This design comes from an exercise in tuning for small area, a short achievable clock period and few clock cycles per item on the open sky130 flow, not from production work.
The RTL was checked by simulation tests, not by an equivalence proof against the original design.
Power figures rest on the tool's default switching activity, not on a simulated workload.

### run.sh
#!/bin/bash
# synth_recipe.tcl (not shown) runs the flow's synth.tcl, then flattens the netlist and writes it again
# the make line also repeats each setting of config.mk as NAME=value (left out here)
make -C /OpenROAD-flow-scripts/flow DESIGN_CONFIG=/design/flow/config.mk WORK_HOME=/design/flow/orfs CLKGATE_MAP_FILE= SYNTH_SCRIPT=/design/flow/synth_recipe.tcl finish
### config.mk
export PLATFORM = sky130hd
export DESIGN_NAME = lane_runner_solver
export DESIGN_NICKNAME = lane_runner_solver
export VERILOG_FILES = /design/flow/design.v
export SDC_FILE = /design/flow/constraint.sdc
export NUM_CORES = 4
export LEC_CHECK = 0
export CAP_MARGIN = 20
export CORE_MARGIN = 2
export CORE_UTILIZATION = 40
export SETUP_SLACK_MARGIN = 2.6
export SLEW_MARGIN = 20
### constraint.sdc
create_clock -name core_clock -period 5.5 [get_ports {clk}]
set_input_delay 1.1000 -clock core_clock [delete_from_list [all_inputs] [get_ports {clk}]]
set_output_delay 1.1000 -clock core_clock [all_outputs]
set_load 0.01 [all_outputs]
### design.v
`default_nettype none
package lane_runner_pkg;
  localparam logic [1:0] CELL_ROAD  = 2'd0;
  localparam logic [1:0] CELL_LOW   = 2'd1;
  localparam logic [1:0] CELL_HIGH  = 2'd2;
  localparam logic [1:0] CELL_TRAIN = 2'd3;
  localparam logic [1:0] ACT_FWD   = 2'd0;
  localparam logic [1:0] ACT_RIGHT = 2'd1;
  localparam logic [1:0] ACT_LEFT  = 2'd2;
  localparam logic [1:0] ACT_JUMP  = 2'd3;
  typedef enum logic [2:0] {
    ST_IDLE  = 3'd0,
    ST_LOAD  = 3'd1,
    ST_SOLVE = 3'd2,
    ST_EMIT  = 3'd3,
    ST_FAIL  = 3'd4
  } state_t;
  function automatic logic [1:0] walk_action(input int rank);
    case (rank)
      0:       walk_action = ACT_FWD;
      1:       walk_action = ACT_JUMP;
      2:       walk_action = ACT_RIGHT;
      default: walk_action = ACT_LEFT;
    endcase
  endfunction
endpackage
`default_nettype wire
`default_nettype none
module lane_step_rule
(
  input  wire logic [1:0] src_cell,
  input  wire logic [1:0] dst_cell,
  input  wire logic [1:0] action,
  input  wire logic       dst_in_range,
  output logic            legal
);
  logic w_change;
  always_comb begin
    w_change = (action == lane_runner_pkg::ACT_RIGHT) || (action == lane_runner_pkg::ACT_LEFT);
    legal = dst_in_range
         && (dst_cell != lane_runner_pkg::CELL_TRAIN)
         && !(w_change && ((dst_cell == lane_runner_pkg::CELL_LOW) || (dst_cell == lane_runner_pkg::CELL_HIGH)))
         && !((action == lane_runner_pkg::ACT_FWD) && (dst_cell == lane_runner_pkg::CELL_LOW))
         && !((action == lane_runner_pkg::ACT_JUMP) && (dst_cell == lane_runner_pkg::CELL_HIGH))
         && !((action == lane_runner_pkg::ACT_JUMP) && (src_cell == lane_runner_pkg::CELL_LOW));
  end
endmodule
`default_nettype wire
`default_nettype none
module lane_runner_solver
#(
  parameter int LANES = 4,
  parameter int COLS  = 64,
  parameter int LW    = $clog2(LANES)
) (
  input  wire logic             clk,
  input  wire logic             rst,
  input  wire logic             in_valid,
  input  wire logic [LW-1:0]    init,
  input  wire logic [2*LANES-1:0] in_map,
  output wire logic             out_valid,
  output wire logic [1:0]       out,
  output wire logic [LW-1:0]    lane_out,
  output wire logic             no_path
);
  localparam int CW = $clog2(COLS);
  localparam int PL = COLS - 2;
  localparam int PW = 2 * PL;
  logic          load_q;       
  logic          emit_q;       
  logic [CW-1:0] cnt_q;
  logic          a_first_q;    
  logic          a_step_q;     
  logic          a_last_q;     
  logic [LW-1:0] init_q;
  logic [LANES-1:0] road_q;    
  logic [LANES-1:0] low_q;     
  logic [LANES-1:0] stl_q;     
  logic [LANES-1:0]            reach_q;   
  logic [LANES-1:0][LANES-1:0] ord_q;     
  logic [LANES-1:0][PW-1:0]    path_q;    
  logic [LANES-1:0]            esel_q;    
  logic                 out_valid_q;
  logic [1:0]           out_q;
  logic [LW-1:0]        lane_out_q;
  logic                 no_path_q;
  logic [LANES-1:0] w_road, w_low, w_stl;
  for (genvar l = 0; l < LANES; l++) begin : g_dec
    assign w_road[l] = (in_map[2*l +: 2] == lane_runner_pkg::CELL_ROAD);
    assign w_low[l]  = (in_map[2*l +: 2] == lane_runner_pkg::CELL_LOW);
    assign w_stl[l]  = (in_map[2*l +: 2] != lane_runner_pkg::CELL_TRAIN) && !(w_low[l] && low_q[l]);
  end
  logic [LANES-1:0][LANES-1:0] w_bef;     
  logic [LANES-1:0][2:0]       w_cand;    
  logic [LANES-1:0][2:0]       w_win;
  logic [LANES-1:0]            w_reach;
  logic [LANES-1:0][1:0]       w_act;
  logic [LANES-1:0][LANES-1:0] w_ord;
  logic [LANES-1:0]            w_hc;      
  logic [LANES-1:0]            w_best;    
  logic [LANES-1:0]            w_end;     
  logic [LANES-1:0][1:0]       w_first_l;
  logic [1:0]                  w_first;   
  for (genvar i = 0; i < LANES; i++) begin : g_bef_i
    for (genvar j = 0; j < LANES; j++) begin : g_bef_j
      if (i < j) begin : g_lt
        assign w_bef[i][j] = ord_q[i][j];
      end else if (i > j) begin : g_gt
        assign w_bef[i][j] = !ord_q[j][i];
      end else begin : g_eq
        assign w_bef[i][j] = 1'b0;
      end
    end
  end
  for (genvar d = 0; d < LANES; d++) begin : g_lane
    if (d > 0) begin : g_r
      assign w_cand[d][0] = reach_q[d-1] && road_q[d];
    end else begin : g_nr
      assign w_cand[d][0] = 1'b0;
    end
    assign w_cand[d][1] = reach_q[d] && stl_q[d];
    if (d < LANES - 1) begin : g_l
      assign w_cand[d][2] = reach_q[d+1] && road_q[d];
    end else begin : g_nl
      assign w_cand[d][2] = 1'b0;
    end
    for (genvar k = 0; k < 3; k++) begin : g_k
      logic [2:0] w_beats;
      for (genvar k2 = 0; k2 < 3; k2++) begin : g_k2
        if (k2 != k && d - 1 + k >= 0 && d - 1 + k < LANES && d - 1 + k2 >= 0 && d - 1 + k2 < LANES) begin : g_cmp
          assign w_beats[k2] = !w_cand[d][k2] || w_bef[d-1+k][d-1+k2];
        end else begin : g_nocmp
          assign w_beats[k2] = 1'b1;
        end
      end
      assign w_win[d][k] = w_cand[d][k] && (&w_beats);
    end
    assign w_reach[d] = |w_cand[d];
    assign w_act[d] = w_win[d][1] ? (low_q[d] ? lane_runner_pkg::ACT_JUMP : lane_runner_pkg::ACT_FWD) :
                      w_win[d][0] ? lane_runner_pkg::ACT_RIGHT : lane_runner_pkg::ACT_LEFT;
    for (genvar d2 = 0; d2 < LANES; d2++) begin : g_ord
      if (d2 > d) begin : g_pair
        logic [8:0] w_term;
        for (genvar k1 = 0; k1 < 3; k1++) begin : g_k1
          for (genvar k2 = 0; k2 < 3; k2++) begin : g_k2
            if (d - 1 + k1 < 0 || d - 1 + k1 >= LANES || d2 - 1 + k2 < 0 || d2 - 1 + k2 >= LANES) begin : g_none
              assign w_term[3*k1+k2] = 1'b0;
            end else if (d - 1 + k1 == d2 - 1 + k2) begin : g_same
              assign w_term[3*k1+k2] = (k1 == 1) && w_win[d][k1] && w_win[d2][k2];
            end else begin : g_diff
              assign w_term[3*k1+k2] = w_win[d][k1] && w_win[d2][k2] && w_bef[d-1+k1][d2-1+k2];
            end
          end
        end
        assign w_ord[d][d2] = |w_term;
      end else begin : g_nopair
        assign w_ord[d][d2] = 1'b0;
      end
    end
    logic w_rt, w_lt;
    if (d < LANES - 1) begin : g_rt
      assign w_rt = road_q[d+1];
    end else begin : g_nrt
      assign w_rt = 1'b0;
    end
    if (d > 0) begin : g_lt
      assign w_lt = road_q[d-1];
    end else begin : g_nlt
      assign w_lt = 1'b0;
    end
    assign w_hc[d] = reach_q[d] && (stl_q[d] || w_rt || w_lt);
    logic [LANES-1:0] w_first_beats;
    for (genvar t = 0; t < LANES; t++) begin : g_best
      if (t != d) begin : g_cmp
        assign w_first_beats[t] = !w_hc[t] || w_bef[d][t];
      end else begin : g_self
        assign w_first_beats[t] = 1'b1;
      end
    end
    assign w_best[d] = w_hc[d] && (&w_first_beats);
    assign w_first_l[d] = w_best[d] ? path_q[d][PW-1:PW-2] : 2'b00;
  end
  for (genvar d = 0; d < LANES; d++) begin : g_end
    logic w_from_r, w_from_l;
    if (d > 0) begin : g_fr
      assign w_from_r = w_best[d-1] && !stl_q[d-1] && road_q[d];
    end else begin : g_nfr
      assign w_from_r = 1'b0;
    end
    if (d < LANES - 1) begin : g_fl
      assign w_from_l = w_best[d+1] && !stl_q[d+1] && !g_lane[d+1].w_rt && road_q[d];
    end else begin : g_nfl
      assign w_from_l = 1'b0;
    end
    assign w_end[d] = (w_best[d] && stl_q[d]) || w_from_r || w_from_l;
  end
  always_comb begin
    w_first = '0;
    for (int l = 0; l < LANES; l++) w_first = w_first | w_first_l[l];
  end
  logic [LANES-1:0][1:0] w_emit_l;
  logic [1:0]    w_emit_act;
  logic [1:0]    w_act_o;
  logic [LW-1:0] w_lane_b;
  logic [LW-1:0] w_lane_o;
  for (genvar l = 0; l < LANES; l++) begin : g_emit
    assign w_emit_l[l] = esel_q[l] ? path_q[l][PW-1:PW-2] : 2'b00;
  end
  always_comb begin
    w_emit_act = '0;
    for (int l = 0; l < LANES; l++) w_emit_act = w_emit_act | w_emit_l[l];
  end
  assign w_act_o  = a_last_q ? w_first : w_emit_act;
  assign w_lane_b = a_last_q ? init_q : lane_out_q;
  assign w_lane_o = (w_act_o == lane_runner_pkg::ACT_RIGHT) ? w_lane_b + LW'(1) :
                    (w_act_o == lane_runner_pkg::ACT_LEFT)  ? w_lane_b - LW'(1) : w_lane_b;
  logic w_take0, w_take, w_col_last, w_alive;
  assign w_take0    = !load_q && !emit_q && !a_last_q && in_valid;
  assign w_take     = load_q && in_valid;
  assign w_col_last = (cnt_q == CW'(COLS - 1));
  assign w_alive    = |w_reach;
  always_ff @(posedge clk or posedge rst) begin
    if (rst) begin
      load_q      <= 1'b0;
      emit_q      <= 1'b0;
      cnt_q       <= '0;
      a_first_q   <= 1'b0;
      a_step_q    <= 1'b0;
      a_last_q    <= 1'b0;
      out_valid_q <= 1'b0;
      no_path_q   <= 1'b0;
    end else begin
      a_first_q   <= w_take0;
      a_step_q    <= w_take;
      a_last_q    <= w_take && w_col_last && w_alive;
      out_valid_q <= 1'b0;
      no_path_q   <= 1'b0;
      if (w_take0) begin
        load_q <= 1'b1;
        cnt_q  <= CW'(1);
      end else if (load_q) begin
        cnt_q <= cnt_q + CW'(1);
        if (!in_valid) begin
          load_q <= 1'b0;            
        end else if (w_col_last) begin
          load_q    <= 1'b0;
          no_path_q <= !w_alive;     
        end
      end else if (a_last_q) begin
        if (|w_hc) begin
          out_valid_q <= 1'b1;
          emit_q      <= 1'b1;
          cnt_q       <= CW'(1);
        end else begin
          no_path_q <= 1'b1;
        end
      end else if (emit_q) begin
        out_valid_q <= 1'b1;
        cnt_q       <= cnt_q + CW'(1);
        if (cnt_q == CW'(COLS - 2)) emit_q <= 1'b0;
      end
    end
  end
  always_ff @(posedge clk) begin
    road_q <= w_road;
    low_q  <= w_low;
    stl_q  <= w_stl;
    if (w_take0) init_q <= init;
    if (a_first_q)                  reach_q <= (LANES'(1) << init_q) & road_q;
    else if (a_step_q && !a_last_q) reach_q <= w_reach;
    else                            reach_q <= '0;
    if (a_first_q) ord_q <= '0;
    else           ord_q <= w_ord;
    if (a_last_q) esel_q <= w_end;
    out_q      <= w_act_o;
    lane_out_q <= w_lane_o;
  end
  for (genvar d = 0; d < LANES; d++) begin : g_path
    logic [PW-1:0] w_next;
    if (d > 0 && d < LANES - 1) begin : g_mid
      assign w_next = w_win[d][0] ? {path_q[d-1][PW-3:0], w_act[d]} :
                      w_win[d][2] ? {path_q[d+1][PW-3:0], w_act[d]} :
                                    {path_q[d][PW-3:0], w_act[d]};
    end else if (d > 0) begin : g_top
      assign w_next = w_win[d][0] ? {path_q[d-1][PW-3:0], w_act[d]} :
                                    {path_q[d][PW-3:0], w_act[d]};
    end else begin : g_bot
      assign w_next = w_win[d][2] ? {path_q[d+1][PW-3:0], w_act[d]} :
                                    {path_q[d][PW-3:0], w_act[d]};
    end
    always_ff @(posedge clk) path_q[d] <= w_next;
  end
  assign out_valid = out_valid_q;
  assign out       = out_q;
  assign lane_out  = lane_out_q;
  assign no_path   = no_path_q;
endmodule
`default_nettype wire
==> report_table.html, run 1 <==
<table>
<tr><th>Metric</th><th>Value</th></tr>
<tr><th colspan="2">Setup path</th></tr>
<tr><td>Logic depth of the worst register-to-register path</td><td>6</td></tr>
<tr><td>Critical path depth</td><td>6</td></tr>
<tr><td>Worst-path fanout max</td><td>40</td></tr>
<tr><td>Top delay family on crit path</td><td>buffers and inverters</td></tr>
<tr><td>Critical path origin</td><td>reach_q[1]$_DFF_P_</td></tr>
<tr><td>CP Class</td><td>flip-flop to flip-flop</td></tr>
<tr><td>CP max-delay cell</td><td>buf_4</td></tr>
<tr><td>Worst Path Buf+Inv</td><td>2</td></tr>
<tr><td>Cell occurring most often along the worst timing path</td><td>buf_4</td></tr>
<tr><td>Arr. time, crit path</td><td>3210 ps</td></tr>
<tr><td>Critical Path Max Stage Delay</td><td>700 ps</td></tr>
<tr><td>Nature of the critical path endpoint</td><td>flip-flop</td></tr>
<tr><td>Launching point of the worst reg2reg path</td><td>reach_q[1]$_DFF_P_</td></tr>
<tr><td>List of cells traversed by the critical path</td><td>nand3_1 -&gt; nand4_1 -&gt; buf_4 -&gt; buf_4 -&gt; mux2i_1 -&gt; o21ai_0</td></tr>
<tr><td>Kind of start point of the critical path</td><td>flip-flop</td></tr>
<tr><td>Required @ worst endpoint</td><td>5940 ps</td></tr>
<tr><th colspan="2">Synthesis</th></tr>
<tr><td>Top cells by area, synth</td><td>dfxtp_1 52%, mux2i_1 12%, nand2_1 12%, mux2_2 6.8%, o21ai_0 6.6%</td></tr>
<tr><td>Post-synthesis instance area</td><td>0.0202 sq mm</td></tr>
<tr><td>Leading cell types by count after synthesis</td><td>649 x nand2_1, 522 x dfxtp_1, 265 x o21ai_0</td></tr>
<tr><td>Most used standard cell by instance count after synthesis</td><td>nand2_1</td></tr>
<tr><td>Yosys synthesis warning count</td><td>1</td></tr>
<tr><td>Primary flip-flop cell chosen by synthesis mapping</td><td>dfxtp_1</td></tr>
<tr><td>Share of synthesized flip-flops with an asynchronous set or reset</td><td>2.40%</td></tr>
<tr><td>Share of the yosys chip area belonging to registers</td><td>54.1%</td></tr>
<tr><td>Count of flip-flops with a built-in enable after synthesis</td><td>6</td></tr>
<tr><td>Share of the synthesized area in the top cell type</td><td>51.6%</td></tr>
<tr><td>Synth area leader</td><td>dfxtp_1</td></tr>
<tr><td>Mapped Nets</td><td>2141</td></tr>
<tr><td>Number of distinct library cells after synthesis</td><td>60</td></tr>
<tr><td>Yosys reg bits</td><td>541</td></tr>
<tr><td>Mean instance size in the synthesized netlist</td><td>approximately 9.5 sq um</td></tr>
<tr><td>Post-synthesis instance total</td><td>around 2100</td></tr>
<tr><th colspan="2">Clocking</th></tr>
<tr><td>Clock tree from TritonCTS</td><td>done</td></tr>
<tr><td>Number of gates given a new drive strength after cts</td><td>0</td></tr>
<tr><td>Root buffer cell</td><td>clkbuf_16</td></tr>
<tr><td>Post-CTS Hold Buffers</td><td>0</td></tr>
<tr><td>Deepest clock path buffer count</td><td>3</td></tr>
<tr><td>Deepest level of the CTS H-tree</td><td>2</td></tr>
<tr><td>Setup bufs post-CTS</td><td>0</td></tr>
<tr><td>TritonCTS buffer count</td><td>53</td></tr>
<tr><td>Skew-Pair Late Insertion Delay</td><td>600 ps</td></tr>
<tr><td>CTS clk-pin slew, worst paths</td><td>approximately 60 ps</td></tr>
<tr><td>Sink count of the clock tree</td><td>541</td></tr>
<tr><th colspan="2">Placement</th></tr>
<tr><td>Final GP Congestion</td><td>0.822</td></tr>
<tr><td>Detail Placement HPWL</td><td>21.0 mm</td></tr>
<tr><td>Port-buffer cells</td><td>18</td></tr>
<tr><th colspan="2">Timing</th></tr>
<tr><td>Hold Fails Final Rpt</td><td>0</td></tr>
<tr><td>Setup Total Neg Slack</td><td>0 ps</td></tr>
<tr><td>Final count of negative-setup-slack endpoints</td><td>0</td></tr>
<tr><td>Actual transition at the worst max-transition pin</td><td>1040 ps</td></tr>
<tr><td>Final Slew Violations</td><td>0</td></tr>
<tr><td>Tightest hold margin</td><td>approximately 430 ps</td></tr>
<tr><td>Final worst path period share</td><td>between 50 and 60%</td></tr>
<tr><td>Remaining max-slew budget at the tightest pin</td><td>30.6%</td></tr>
<tr><td>Fin crit period</td><td>about 2800 ps</td></tr>
<tr><td>RSZ-0062 raised after global routing</td><td>yes</td></tr>
<tr><td>Skew final</td><td>between 15 and 20 ps</td></tr>
<tr><td>Highest clock rate</td><td>0.360 GHz</td></tr>
<tr><th colspan="2">Global routing</th></tr>
<tr><td>Antenna violations before repair</td><td>0</td></tr>
<tr><td>Global-route wire length before repair</td><td>66.3 mm</td></tr>
<tr><td>Pin count of the biggest net entering global routing</td><td>204</td></tr>
<tr><td>Number of global-route vias before repair</td><td>13766</td></tr>
<tr><td>GR Util All Layers</td><td>roughly 15%</td></tr>
<tr><td>Total gr overflow</td><td>0</td></tr>
<tr><th colspan="2">Worst hold path</th></tr>
<tr><td>Hold Crit Class</td><td>flip-flop to flip-flop</td></tr>
<tr><td>Number of stages on the worst hold path</td><td>2</td></tr>
<tr><td>Hold wc startpoint</td><td>path_q[426]$_DFF_P_</td></tr>
<tr><th colspan="2">Die</th></tr>
<tr><td>Area of the die</td><td>0.0524 sq mm</td></tr>
<tr><td>Initial Util</td><td>40.4%</td></tr>
<tr><td>Core region area</td><td>0.0501 sq mm</td></tr>
<tr><td>Die width</td><td>229 um</td></tr>
<tr><td># rows</td><td>82</td></tr>
<tr><td>I/O pin total</td><td>19</td></tr>
<tr><td>Floorplan die height</td><td>229 um</td></tr>
<tr><th colspan="2">Detailed routing</th></tr>
<tr><td>DR DRC count</td><td>0</td></tr>
<tr><td>DR vias</td><td>approximately 14000</td></tr>
<tr><td>Sum of routed wire length over all layers</td><td>38.6 mm</td></tr>
<tr><td>Vias per cell</td><td>~5</td></tr>
<tr><td>Average detailed-routed wire length per instance</td><td>13.8 um</td></tr>
<tr><td>Pre-antenna DRT Iters</td><td>5</td></tr>
<tr><td>Detailed router's first-iteration violation count</td><td>about 900</td></tr>
<tr><td>Antenna-violating nets left</td><td>0</td></tr>
<tr><th colspan="2">Pwr</th></tr>
<tr><td>Power per unit of standard cell area</td><td>approximately 360 mW/mm^2</td></tr>
<tr><td>Largest vdd supply drop</td><td>0.258 mV</td></tr>
<tr><td>Leakage component of the power</td><td>0.00927 uW</td></tr>
<tr><th colspan="2">Final layout</th></tr>
<tr><td>Area growth syn-to-layout</td><td>11.6%</td></tr>
<tr><td>Share of final-layout standard cells stronger than drive strength 1</td><td>roughly 11%</td></tr>
<tr><td>Antenna diode count</td><td>0</td></tr>
<tr><td>Net total in the final layout</td><td>between 2000 and 2500</td></tr>
<tr><th colspan="2">Outcome</th></tr>
<tr><td>Result of the run</td><td>complete, no violations</td></tr>
<tr><th colspan="2">Job</th></tr>
<tr><td>Maximum capacitance violations</td><td>0</td></tr>
</table>
## layout by cell type, fill, tap and decap left out, drive strengths merged, types with 2 or more instances in the layout
| cell | n |
|---|---|
| a222oi | 3 |
| mux2 | 123 |
| dfrtp | 13 |
| o311ai | 2 |
| o21ai | 267 |
| edfxtp | 6 |
| a21o | 2 |
| or2 | 2 |
| buf | 13 |
| nand3 | 13 |
| a31oi | 3 |
| dfxtp | 522 |
| nand2b | 5 |
| ha | 2 |
| o22ai | 4 |
| nand2 | 649 |
| nand4 | 2 |
| nor2b | 6 |
| clkdlybuf4s50 | 18 |
| or3 | 6 |
| and3 | 3 |
| a22oi | 3 |
| nand3b | 4 |
| xnor2 | 3 |
| mux2i | 248 |
| o2111ai | 2 |
| inv | 17 |
| a211oi | 2 |
| a21oi | 12 |
| nor3 | 5 |
| a22o | 4 |
| and2 | 2 |
| o221ai | 3 |
| o31ai | 6 |
| nor2 | 31 |
| clkinv | 13 |
| bufinv | 2 |
| clkbuf | 80 |
## worst min-delay path: stages (launching register included)
cell and delay, ps:
dfxtp_1 310, nand2_1 50, nand2_1 40
## layer usage
layer,track usage (%),vias up,share of wire [%]
li1,-,7057,-
met2,24.9,174,45
met4,4.55,0,2.1
met3,2.99,62,3.6
met5,0,-,0
met1,19.2,6508,49
## state kept, by name, indices dropped and copies added, names as in the netlist
name,count
stl_q,4
load_q,1
lane_out_q,2
path_q,496
out_q,2
no_path_q,1
reach_q,4
a_first_q,1
low_q,4
ord_q,6
a_step_q,1
emit_q,1
a_last_q,1
esel_q,4
road_q,4
out_valid_q,1
cnt_q,6
init_q,2
## metrics by stage
step / util [%] / power [uW] / std cells / instance area, sq um / setup slack, ps
2_1_floorplan: - / 4600 / 2126 / 20200 / 3400
3_3_place_gp: 41.6 / 4680 / 2692 / 20800 / 2750
3_5_place_dp: 41.6 / 4700 / 2692 / 20800 / 2750
4_1_cts: 45.0 / 8300 / 2788 / 22600 / 2730
5_1_grt: 45.1 / 8540 / 2789 / 22600 / 2510
6_report: 45.1 / 8170 / 2789 / 22600 / 2730
## path summary, 6_finish.rpt
check                                       to  slack, ps
max                        path_q[168]$_DFF_P_       2730
min                        path_q[428]$_DFF_P_        430
max in group asynchronous  a_first_q$_DFF_PP0_       4320
min in group asynchronous  no_path_q$_DFF_PP0_        840
max reg2reg                path_q[168]$_DFF_P_       2730
min reg2reg                path_q[428]$_DFF_P_        430
## cells by family (layout without fill, tap and decap cells)
logic type                 Yosys count  after routing  share of synthesized area [%]
xor gates and xnor gates             3              3                          0.130
adders and majority gates            2              2                          0.124
buffers and inverters              152            143                           3.36
AOI/OAI and AO/OA                  325            325                           8.92
muxes                              371            371                           19.1
and+or+nand+nor                    732            732                           14.2
DFF                                541            541                           54.1
## cell type report
type / count / area (sq um)
Sequential cell: 541 / 11000
Clock inverter: 16 / 156
Tap cell: 672 / 841
Fill cell: 4831 / 27500
Multi-Input combinational cell: 1433 / 8660
Clock buffer: 80 / 1580
Inverter: 16 / 60.1
Timing Repair Buffer: 31 / 335
## report_power, final
group          total [uW]  internal [uW]  leakage [uW]  switching, uW
combinational         287            149       0.00393            138
clock                3560           2070      0.000865           1490
sequential           4320           4160       0.00447            166
Testbench counts, summed over its fixed seeds: cycles 130,290, maps 1,200.
==> run 2, diff against run 1 <==
--- a/config.mk
+++ b/config.mk
@@ -8,5 +8,5 @@
 export CAP_MARGIN = 20
 export CORE_MARGIN = 2
 export CORE_UTILIZATION = 40
-export SETUP_SLACK_MARGIN = 2.6
+export SETUP_SLACK_MARGIN = 3.1
 export SLEW_MARGIN = 20
==> report_table.html, run 2 <==
<table>
<tr><th>Metric</th><th>Value</th></tr>
<tr><th colspan="2">Synthesis</th></tr>
<tr><td>Post-synthesis instance area</td><td>0.0202 sq mm (unchanged)</td></tr>
<tr><td>Number of distinct library cells after synthesis</td><td>60 (unchanged)</td></tr>
<tr><td>Most used standard cell by instance count after synthesis</td><td>nand2_1</td></tr>
<tr><td>Post-synthesis mux area share</td><td>19.1% (unchanged)</td></tr>
<tr><td>Main combinational cell family by area after synthesis</td><td>multiplexers</td></tr>
<tr><td>Yosys reg bits</td><td>541 (unchanged)</td></tr>
<tr><td>Synthesized-area fraction occupied by xor and xnor cells</td><td>0.130% (unchanged)</td></tr>
<tr><td>Primary flip-flop cell chosen by synthesis mapping</td><td>dfxtp_1</td></tr>
<tr><td>Post-synthesis instance total</td><td>2126 (unchanged)</td></tr>
<tr><td>Yosys synthesis warning count</td><td>1 (unchanged)</td></tr>
<tr><td>Synth area leader</td><td>dfxtp_1</td></tr>
<tr><td>Simple-gate area share of the yosys netlist</td><td>14.2% (unchanged)</td></tr>
<tr><td>Mean instance size in the synthesized netlist</td><td>9.52 sq um (unchanged)</td></tr>
<tr><td>Post-synthesis share of cell area spent on full adders, half adders and majority gates</td><td>0.124% (unchanged)</td></tr>
<tr><td>Leading cell types by count after synthesis</td><td>649 x nand2_1, 522 x dfxtp_1, 265 x o21ai_0</td></tr>
<tr><td>Count of flip-flops with a built-in enable after synthesis</td><td>6 (unchanged)</td></tr>
<tr><td>Share of synthesized flip-flops with an asynchronous set or reset</td><td>2.40% (unchanged)</td></tr>
<tr><td>Mapped Nets</td><td>2141 (unchanged)</td></tr>
<tr><td>Top cells by area, synth</td><td>dfxtp_1 52%, mux2i_1 12%, nand2_1 12%, mux2_2 6.8%, o21ai_0 6.6%</td></tr>
<tr><td>Share of the synthesized area in the top cell type</td><td>51.6% (unchanged)</td></tr>
<tr><td>Share of the yosys chip area belonging to registers</td><td>54.1% (unchanged)</td></tr>
<tr><td>Share of the synthesized area in compound gates (AO/OA/AOI/OAI)</td><td>8.92% (unchanged)</td></tr>
<tr><th colspan="2">Global routing</th></tr>
<tr><td>Total gr overflow</td><td>0 (unchanged)</td></tr>
<tr><td>Global-route wire length before repair</td><td>70.4 mm (+6.1%)</td></tr>
<tr><td>Pin count of the biggest net entering global routing</td><td>204 (unchanged)</td></tr>
<tr><td>Number of global-route vias before repair</td><td>14027 (+1.9%)</td></tr>
<tr><td>Antenna violations before repair</td><td>0 (unchanged)</td></tr>
<tr><td>GR Util All Layers</td><td>16.1% (+1.2 points)</td></tr>
<tr><th colspan="2">Clocking</th></tr>
<tr><td>TritonCTS buffer count</td><td>53 (unchanged)</td></tr>
<tr><td>Deepest level of the CTS H-tree</td><td>2 (unchanged)</td></tr>
<tr><td>Clock tree from TritonCTS</td><td>done</td></tr>
<tr><td>Root buffer cell</td><td>clkbuf_16</td></tr>
<tr><td>Skew-Pair Late Insertion Delay</td><td>600 ps (about the same)</td></tr>
<tr><td>Deepest clock path buffer count</td><td>3 (unchanged)</td></tr>
<tr><td>CTS clk-pin slew, worst paths</td><td>70 ps (about the same)</td></tr>
<tr><td>Sink count of the clock tree</td><td>541 (unchanged)</td></tr>
<tr><th colspan="2">Detailed routing</th></tr>
<tr><td>Pre-antenna DRT Iters</td><td>5 (unchanged)</td></tr>
<tr><td>Antenna-violating nets left</td><td>0 (unchanged)</td></tr>
<tr><td>DR vias</td><td>14030 (+1.7%)</td></tr>
<tr><td>Detailed router's first-iteration violation count</td><td>930 (+3.4%)</td></tr>
<tr><td>Vias per cell</td><td>5.02 (+1.4%)</td></tr>
<tr><td>DR DRC count</td><td>0 (unchanged)</td></tr>
<tr><td>Average detailed-routed wire length per instance</td><td>15.4 um (+11%)</td></tr>
<tr><td>Sum of routed wire length over all layers</td><td>43.0 mm (+12%)</td></tr>
<tr><th colspan="2">Setup path</th></tr>
<tr><td>Kind of start point of the critical path</td><td>flip-flop</td></tr>
<tr><td>Required @ worst endpoint</td><td>5980 ps (+40 ps)</td></tr>
<tr><td>Arr. time, crit path</td><td>2860 ps (-350 ps)</td></tr>
<tr><td>Worst-path fanout max</td><td>31 (-23%)</td></tr>
<tr><td>CP Class</td><td>flip-flop to flip-flop</td></tr>
<tr><td>Nature of the critical path endpoint</td><td>flip-flop</td></tr>
<tr><th colspan="2">Final layout</th></tr>
<tr><td>Register with the most flip-flops</td><td>path_q</td></tr>
<tr><td>Largest registers ranked by flip-flop count</td><td>path_q x496, cnt_q x6, ord_q x6</td></tr>
<tr><td>Antenna diode count</td><td>0 (unchanged)</td></tr>
<tr><td>Most common library cell in the layout ignoring fill and taps</td><td>nand2_1</td></tr>
<tr><td>Flip-flop count of the largest register after layout</td><td>496 (unchanged)</td></tr>
<tr><td>Top library cells by usage in the layout, fill and taps aside</td><td>649 x nand2_1, 518 x dfxtp_1, 265 x o21ai_0</td></tr>
<tr><td>Area growth syn-to-layout</td><td>12.4%</td></tr>
<tr><td>Share of final-layout standard cells stronger than drive strength 1</td><td>11.7% (+0.53 points)</td></tr>
<tr><td>Final Util</td><td>45.4% (+0.31 points)</td></tr>
<tr><td>Post-route non-filler standard cell count</td><td>2796 (+0.25%)</td></tr>
<tr><td>Net total in the final layout</td><td>2098 (+0.33%)</td></tr>
<tr><th colspan="2">Die</th></tr>
<tr><td>I/O pin total</td><td>19 (unchanged)</td></tr>
<tr><td>Floorplan die height</td><td>229 um (unchanged)</td></tr>
<tr><td>Die width</td><td>229 um (unchanged)</td></tr>
<tr><td># rows</td><td>82 (unchanged)</td></tr>
<tr><td>Core region area</td><td>0.0501 sq mm (unchanged)</td></tr>
<tr><td>Area of the die</td><td>0.0524 sq mm (unchanged)</td></tr>
<tr><td>Initial Util</td><td>40.4% (unchanged)</td></tr>
<tr><th colspan="2">Job</th></tr>
<tr><td>Maximum capacitance violations</td><td>0 (unchanged)</td></tr>
<tr><th colspan="2">Timing</th></tr>
<tr><td>Final worst path period share</td><td>43.3% (-7.2 points)</td></tr>
<tr><td>RSZ-0062 raised after global routing</td><td>yes</td></tr>
<tr><td>Fin crit period</td><td>2380 ps (-395 ps)</td></tr>
<tr><td>Remaining max-slew budget at the tightest pin</td><td>31.0% (+0.45 points)</td></tr>
<tr><td>Final Slew Violations</td><td>0 (unchanged)</td></tr>
<tr><td>Skew final</td><td>15.9 ps (-1.39 ps)</td></tr>
<tr><td>Final count of negative-setup-slack endpoints</td><td>0 (unchanged)</td></tr>
<tr><td>Highest clock rate</td><td>0.420 GHz (+17%)</td></tr>
<tr><td>Actual transition at the worst max-transition pin</td><td>1030 ps (-7.91 ps)</td></tr>
<tr><td>Setup Total Neg Slack</td><td>0 ps (unchanged)</td></tr>
<tr><td>Hold Fails Final Rpt</td><td>0 (unchanged)</td></tr>
<tr><th colspan="2">Placement</th></tr>
<tr><td>Detail Placement HPWL</td><td>21.0 mm (unchanged)</td></tr>
<tr><td>Placed Cells</td><td>2692 (unchanged)</td></tr>
<tr><td>Port-buffer cells</td><td>18 (unchanged)</td></tr>
<tr><td>Final GP Congestion</td><td>0.822 (unchanged)</td></tr>
<tr><th colspan="2">Pwr</th></tr>
<tr><td>Power per unit of standard cell area</td><td>361 mW/mm^2 (-0.39%)</td></tr>
<tr><td>Leakage component of the power</td><td>0.00935 uW (+0.86%)</td></tr>
<tr><td>Largest vdd supply drop</td><td>0.262 mV (+1.4%)</td></tr>
<tr><th colspan="2">Worst hold path</th></tr>
<tr><td>Hold Crit Class</td><td>flip-flop to flip-flop</td></tr>
<tr><th colspan="2">Outcome</th></tr>
<tr><td>Result of the run</td><td>complete, no violations</td></tr>
</table>
## run 2: cell counts after synthesis
Identical to the previous run, type by type.
## run 2: logic make-up after synthesis
| family | after synthesis |
|---|---|
| xor gates and xnor gates | 3 |
| and+or+nand+nor | 732 |
| AOI/OAI and AO/OA | 325 |
| muxes | 371 |
| adders and majority gates | 2 |
| DFF | 541 |
| buffers and inverters | 152 |
## run 2: what timing repair did
item | 4_1_cts | 5_1_grt
hold buffers | 0 | 0
gates cloned | 6 | 2
resized for setup | 18 | 6
pin swaps | 2 | 1
buffers inserted | 0 | 0
endpoints found under the setup margin | 265 | 223
## run 2: where the power goes
part	leakage, uW	internal, uW	switching (uW)	total [uW]
logic	0.00401	150	142	293
registers	0.00447	4160	169	4330
clock network	0.000865	2070	1510	3580
## run 2: metrics by stage
step / worst slack (ps) / hold WS, ps / total power, uW / instance area, sq um
after floorplan: 3400 / 419 / 4600 / 20200
final: 3120 / 428 / 8200 / 22700
after global routing: 3010 / 440 / 8540 / 22700
after detailed placement: 2750 / 430 / 4700 / 20800
after CTS: 3000 / 424 / 8300 / 22700
after global placement: 2750 / 427 / 4680 / 20800
## run 2: metal layers
metal	GRT usage, %	share of wire, %	wire (um)
met5	0	0	0
met4	5.40	2.1	911
met3	3.27	3.8	1650
met2	26.8	46	19800
met1	20.8	48	20700
## run 2: final timing paths
kind,startpoint,endpoint,slack [ps],cells past startpoint
worst min register to register,path_q[426]$_DFF_P_,path_q[428]$_DFF_P_,430,2
worst max-delay path,stl_q[0]$_DFF_P_,path_q[120]$_DFF_P_,3120,3
max in group asynchronous,rst,a_first_q$_DFF_PP0_,4320,2
worst min-delay path,path_q[426]$_DFF_P_,path_q[428]$_DFF_P_,430,2
min in group asynchronous,rst,no_path_q$_DFF_PP0_,830,2
worst max register to register,stl_q[0]$_DFF_P_,path_q[120]$_DFF_P_,3120,3
## run 2: worst max-delay path, stage by stage, from the launching register on
cell     delay, ps
dfxtp_1        380
nand3_1        380
nand3_2        890
mux2_2         590
## run 2: area by class of cell
cell class / instances / area (sq um)
inverters: 16 / 60.1
clock buffers: 80 / 1580
flip-flops and latches: 541 / 11000
clock inverters: 16 / 156
fillers: 4814 / 27300
repair buffers: 32 / 417
well taps: 672 / 841
multi-input cells: 1439 / 8720
==> run 3, diff against run 2 <==
--- a/config.mk
+++ b/config.mk
@@ -8,5 +8,4 @@
 export CAP_MARGIN = 20
 export CORE_MARGIN = 2
 export CORE_UTILIZATION = 40
-export SETUP_SLACK_MARGIN = 3.1
 export SLEW_MARGIN = 20
==> report_table.html, run 3 <==
<table>
<tr><th>Metric</th><th>Value</th></tr>
<tr><th colspan="2">Worst hold path</th></tr>
<tr><td>Hold wc startpoint</td><td>path_q[426]$_DFF_P_</td></tr>
<tr><td>Hold-critical path endpoint</td><td>path_q[428]$_DFF_P_</td></tr>
<tr><td>Hold Crit Class</td><td>flip-flop to flip-flop</td></tr>
<tr><td>Number of stages on the worst hold path</td><td>2 (unchanged)</td></tr>
<tr><th colspan="2">Die</th></tr>
<tr><td>I/O pin total</td><td>19 (unchanged)</td></tr>
<tr><td>Die width</td><td>229 um (unchanged)</td></tr>
<tr><td>Area of the die</td><td>0.0524 sq mm (unchanged)</td></tr>
<tr><td>Initial Util</td><td>40.4% (unchanged)</td></tr>
<tr><td># rows</td><td>82 (unchanged)</td></tr>
<tr><td>Floorplan die height</td><td>229 um (unchanged)</td></tr>
<tr><td>Core region area</td><td>0.0501 sq mm (unchanged)</td></tr>
<tr><th colspan="2">Timing</th></tr>
<tr><td>RSZ-0062 raised after global routing</td><td>no</td></tr>
<tr><td>Final count of negative-setup-slack endpoints</td><td>0 (unchanged)</td></tr>
<tr><td>Actual transition at the worst max-transition pin</td><td>1040 ps (+11.3 ps)</td></tr>
<tr><td>Hold Fails Final Rpt</td><td>0 (unchanged)</td></tr>
<tr><td>Setup ws final</td><td>2750 ps (-373 ps)</td></tr>
<tr><td>Tightest hold margin</td><td>431 ps (+3.17 ps)</td></tr>
<tr><td>Setup Total Neg Slack</td><td>0 ps (unchanged)</td></tr>
<tr><td>Remaining max-slew budget at the tightest pin</td><td>30.3% (-0.67 points)</td></tr>
<tr><td>Final Slew Violations</td><td>0 (unchanged)</td></tr>
<tr><td>Skew final</td><td>18.4 ps (+2.48 ps)</td></tr>
<tr><td>Highest clock rate</td><td>0.363 GHz (-14%)</td></tr>
<tr><td>Final worst path period share</td><td>50.0% (+6.8 points)</td></tr>
<tr><td>Fin crit period</td><td>2750 ps (+373 ps)</td></tr>
<tr><th colspan="2">Setup path</th></tr>
<tr><td>CP Class</td><td>flip-flop to flip-flop</td></tr>
<tr><td>Launching point of the worst reg2reg path</td><td>reach_q[1]$_DFF_P_</td></tr>
<tr><td>End of the worst register-to-register path</td><td>path_q[168]$_DFF_P_</td></tr>
<tr><td>Worst-path fanout max</td><td>40 (+29%)</td></tr>
<tr><td>Kind of start point of the critical path</td><td>flip-flop</td></tr>
<tr><td>Required @ worst endpoint</td><td>5940 ps (-40 ps)</td></tr>
<tr><td>Cell occurring most often along the worst timing path</td><td>buf_4</td></tr>
<tr><td>Arr. time, crit path</td><td>3190 ps (+330 ps)</td></tr>
<tr><td>Nature of the critical path endpoint</td><td>flip-flop</td></tr>
<tr><td>Logic depth of the worst register-to-register path</td><td>6 (+3)</td></tr>
<tr><td>Worst R2R Setup Slack</td><td>2750 ps (-370 ps)</td></tr>
<tr><td>Critical Path Max Stage Delay</td><td>710 ps (-180 ps)</td></tr>
<tr><td>List of cells traversed by the critical path</td><td>nand3_1 -&gt; nand4_1 -&gt; buf_4 -&gt; buf_4 -&gt; mux2i_1 -&gt; o21ai_0</td></tr>
<tr><td>CP max-delay cell</td><td>buf_4</td></tr>
<tr><th colspan="2">Detailed routing</th></tr>
<tr><td>Sum of met2 wire segment lengths after detailed routing</td><td>17.5 mm (-11%)</td></tr>
<tr><td>Pre-antenna DRT Iters</td><td>5 (unchanged)</td></tr>
<tr><td>Vias per cell</td><td>4.94 (-1.6%)</td></tr>
<tr><td>Routed length on met3</td><td>1.43 mm (-13%)</td></tr>
<tr><td>Average detailed-routed wire length per instance</td><td>13.8 um (-10%)</td></tr>
<tr><td>DR DRC count</td><td>0 (unchanged)</td></tr>
<tr><td>Highest Signal Layer</td><td>met4</td></tr>
<tr><td>Antenna-violating nets left</td><td>0 (unchanged)</td></tr>
<tr><td>Sum of routed wire length over all layers</td><td>38.6 mm (-10%)</td></tr>
<tr><td>Detailed-route wire length on metal 1</td><td>18.8 mm (-8.8%)</td></tr>
<tr><td>Detailed router's first-iteration violation count</td><td>891 (-4.2%)</td></tr>
<tr><td>DR vias</td><td>13765 (-1.9%)</td></tr>
<tr><th colspan="2">Global routing</th></tr>
<tr><td>Antenna violations before repair</td><td>0 (unchanged)</td></tr>
<tr><td>Total gr overflow</td><td>0 (unchanged)</td></tr>
<tr><td>Number of global-route vias before repair</td><td>13766 (-1.9%)</td></tr>
<tr><td>Pin count of the biggest net entering global routing</td><td>204 (unchanged)</td></tr>
<tr><td>GR Util All Layers</td><td>14.8% (-1.2 points)</td></tr>
<tr><td>Global-route wire length before repair</td><td>66.3 mm (-5.8%)</td></tr>
<tr><th colspan="2">Synthesis</th></tr>
<tr><td>Synth area leader</td><td>dfxtp_1</td></tr>
<tr><td>Primary flip-flop cell chosen by synthesis mapping</td><td>dfxtp_1</td></tr>
<tr><td>Count of flip-flops with a built-in enable after synthesis</td><td>6 (unchanged)</td></tr>
<tr><td>Share of the synthesized area in the top cell type</td><td>51.6% (unchanged)</td></tr>
<tr><td>Post-synthesis instance area</td><td>0.0202 sq mm (unchanged)</td></tr>
<tr><td>Mapped Nets</td><td>2141 (unchanged)</td></tr>
<tr><td>Mean instance size in the synthesized netlist</td><td>9.52 sq um (unchanged)</td></tr>
<tr><td>Post-synthesis instance total</td><td>2126 (unchanged)</td></tr>
<tr><td>Top cells by area, synth</td><td>dfxtp_1 52%, mux2i_1 12%, nand2_1 12%, mux2_2 6.8%, o21ai_0 6.6%</td></tr>
<tr><td>Most used standard cell by instance count after synthesis</td><td>nand2_1</td></tr>
<tr><td>Yosys synthesis warning count</td><td>1 (unchanged)</td></tr>
<tr><td>Number of distinct library cells after synthesis</td><td>60 (unchanged)</td></tr>
<tr><td>Leading cell types by count after synthesis</td><td>649 x nand2_1, 522 x dfxtp_1, 265 x o21ai_0</td></tr>
<tr><td>Share of synthesized flip-flops with an asynchronous set or reset</td><td>2.40% (unchanged)</td></tr>
<tr><td>Share of the yosys chip area belonging to registers</td><td>54.1% (unchanged)</td></tr>
<tr><td>Yosys reg bits</td><td>541 (unchanged)</td></tr>
<tr><th colspan="2">Placement</th></tr>
<tr><td>Port-buffer cells</td><td>18 (unchanged)</td></tr>
<tr><td>Final GP Congestion</td><td>0.822 (unchanged)</td></tr>
<tr><td>Detail Placement HPWL</td><td>21.0 mm (unchanged)</td></tr>
<tr><td>Placed Cells</td><td>2692 (unchanged)</td></tr>
<tr><td>Setup slack at placement</td><td>2750 ps (unchanged)</td></tr>
<tr><th colspan="2">Clocking</th></tr>
<tr><td>Sink count of the clock tree</td><td>541 (unchanged)</td></tr>
<tr><td>CTS clk-pin slew, worst paths</td><td>60 ps (about the same)</td></tr>
<tr><td>Deepest level of the CTS H-tree</td><td>2 (unchanged)</td></tr>
<tr><td>Skew-Pair Late Insertion Delay</td><td>600 ps (about the same)</td></tr>
<tr><td>Setup bufs post-CTS</td><td>0 (unchanged)</td></tr>
<tr><td>Number of gates given a new drive strength after cts</td><td>0 (-18)</td></tr>
<tr><td>Clock tree from TritonCTS</td><td>done</td></tr>
<tr><td>Post-CTS Hold Buffers</td><td>0 (unchanged)</td></tr>
<tr><td>TritonCTS buffer count</td><td>53 (unchanged)</td></tr>
<tr><td>Root buffer cell</td><td>clkbuf_16</td></tr>
<tr><td>Deepest clock path buffer count</td><td>3 (unchanged)</td></tr>
<tr><th colspan="2">Final layout</th></tr>
<tr><td>Largest registers ranked by flip-flop count</td><td>path_q x496, cnt_q x6, ord_q x6</td></tr>
<tr><td>Register with the most flip-flops</td><td>path_q</td></tr>
<tr><td>Flip-flop count of the largest register after layout</td><td>496 (unchanged)</td></tr>
<tr><td>Antenna diode count</td><td>0 (unchanged)</td></tr>
<tr><td>Share of final-layout standard cells stronger than drive strength 1</td><td>11.1% (-0.53 points)</td></tr>
<tr><td>Net total in the final layout</td><td>2091 (-0.33%)</td></tr>
<tr><td>Most common library cell in the layout ignoring fill and taps</td><td>nand2_1</td></tr>
<tr><td>Area growth syn-to-layout</td><td>11.6%</td></tr>
<tr><td>Top library cells by usage in the layout, fill and taps aside</td><td>649 x nand2_1, 522 x dfxtp_1, 265 x o21ai_0</td></tr>
<tr><td>Post-route non-filler standard cell count</td><td>2789 (-0.25%)</td></tr>
<tr><td>Fillers</td><td>4831 (+0.35%)</td></tr>
<tr><th colspan="2">Pwr</th></tr>
<tr><td>Leakage component of the power</td><td>0.00927 uW (-0.85%)</td></tr>
<tr><td>Power per unit of standard cell area</td><td>362 mW/mm^2 (+0.44%)</td></tr>
<tr><td>Total power</td><td>8180 uW (-0.24%)</td></tr>
<tr><td>Largest vdd supply drop</td><td>0.258 mV (-1.3%)</td></tr>
<tr><th colspan="2">Outcome</th></tr>
<tr><td>Result of the run</td><td>complete, no violations</td></tr>
<tr><th colspan="2">Job</th></tr>
<tr><td>Maximum capacitance violations</td><td>0 (unchanged)</td></tr>
</table>
==> run 3: cell types whose count changed in the layout (fill, tap and decap cells not counted), sizes merged <==
cell           change
or3                -1
buf                +1
clkbuf             -1
bufbuf             -1
o2111a             -3
dlygate4sd2        -6
nand3              -2
clkdlybuf4s50      +6
==> run 3: cell families (layout without fill, tap and decap cells) <==
family / Yosys count / count (layout) / share of synthesized area, %
AND/OR/NAND/NOR: 732 / 732 / 14.2
flip-flops: 541 / 541 / 54.1
multiplexers: 371 / 371 / 19.1
AO/OA/AOI/OAI: 325 / 325 / 8.92
buffers and inverters: 152 / 143 / 3.36
XOR/XNOR: 3 / 3 / 0.130
adder cells (fa/ha/maj): 2 / 2 / 0.124
==> run 3: how the worst max path moves through the flow <==
stage | startpoint | to | slack (ps) | cells past startpoint
2_1_floorplan | in_valid | cnt_q[5]$_DFFE_PP0P_ | 3400 | 4
3_3_place_gp | reach_q[2]$_DFF_P_ | ord_q[6]$_SDFF_PP0_ | 2750 | 7
3_5_place_dp | reach_q[2]$_DFF_P_ | ord_q[6]$_SDFF_PP0_ | 2750 | 7
4_1_cts | reach_q[2]$_DFF_P_ | ord_q[6]$_SDFF_PP0_ | 2730 | 7
5_1_grt | reach_q[2]$_DFF_P_ | ord_q[6]$_SDFF_PP0_ | 2510 | 7
6_report | reach_q[1]$_DFF_P_ | path_q[168]$_DFF_P_ | 2750 | 6
==> run 3: per-layer routing <==
layer,up-vias,GRT usage [%]
met1,6470,19.2
met2,173,24.9
li1,7057,-
met4,0,4.55
met3,65,2.99
met5,-,0
==> run 3: per-stage QoR <==
stage          utilization (%)  cell area, sq um
2_1_floorplan                -             20200
3_3_place_gp              41.6             20800
3_5_place_dp              41.6             20800
4_1_cts                   45.0             22600
5_1_grt                   45.1             22600
6_report                  45.1             22600
==> run 3: area by class of cell <==
class,count,area (sq um),share of cell area [%]
clock buffers,80,1580,6.99
repair buffers,31,335,1.48
multi-input cells,1433,8660,38.3
clock inverters,16,156,0.693
flip-flops and latches,541,11000,48.5
well taps,672,841,3.72
inverters,16,60.1,0.266
==> run 3: report_power, final <==
part	switching (uW)	leakage [uW]	internal, uW
Clock	1500	0.000865	2070
Combinational	138	0.00393	149
Sequential	166	0.00447	4160
==> run 3: critical path: cells and delay by family, from the launching register on <==
family | cells | cell delay, ps
flops | 1 | 640
simple gates | 2 | 280
buf+inv | 2 | 1210
mux | 1 | 300
compound gates | 1 | 120

## port drivers added, routing unchanged
In the flow no input, the clock included, has a driving cell. The finished layouts below were timed again as built, in two steps.
Step 1 sets driving cells, clkbuf_16 on the clock port and buf_2 on the other inputs (assumed; they add their load-dependent delay and slew).
Step 2, shift: input delay + t, output delay - t, t = (earliest + latest rising clock arrival at the registers) / 2. This alone moves slack from input paths to output paths.
Slacks: ideal ports / drivers / drivers and shift; pairs: ideal ports / drivers.
| run | t (ns) | slack for setup (ns) | pins driven straight from the clock port |
|---|---|---|---|
| run 1 | 0.641 | 2.725 / 2.725 / 2.725 | 1 |
| run 2 | 0.649 | 3.121 / 3.116 / 2.838 | 1 |
| run 3 | 0.642 | 2.748 / 2.748 / 2.748 | 1 |
After both steps setup and hold are still met in every run listed. The setup slack of run 2, which loses most, moves by -0.005 ns with the drivers and by -0.283 ns with both steps.
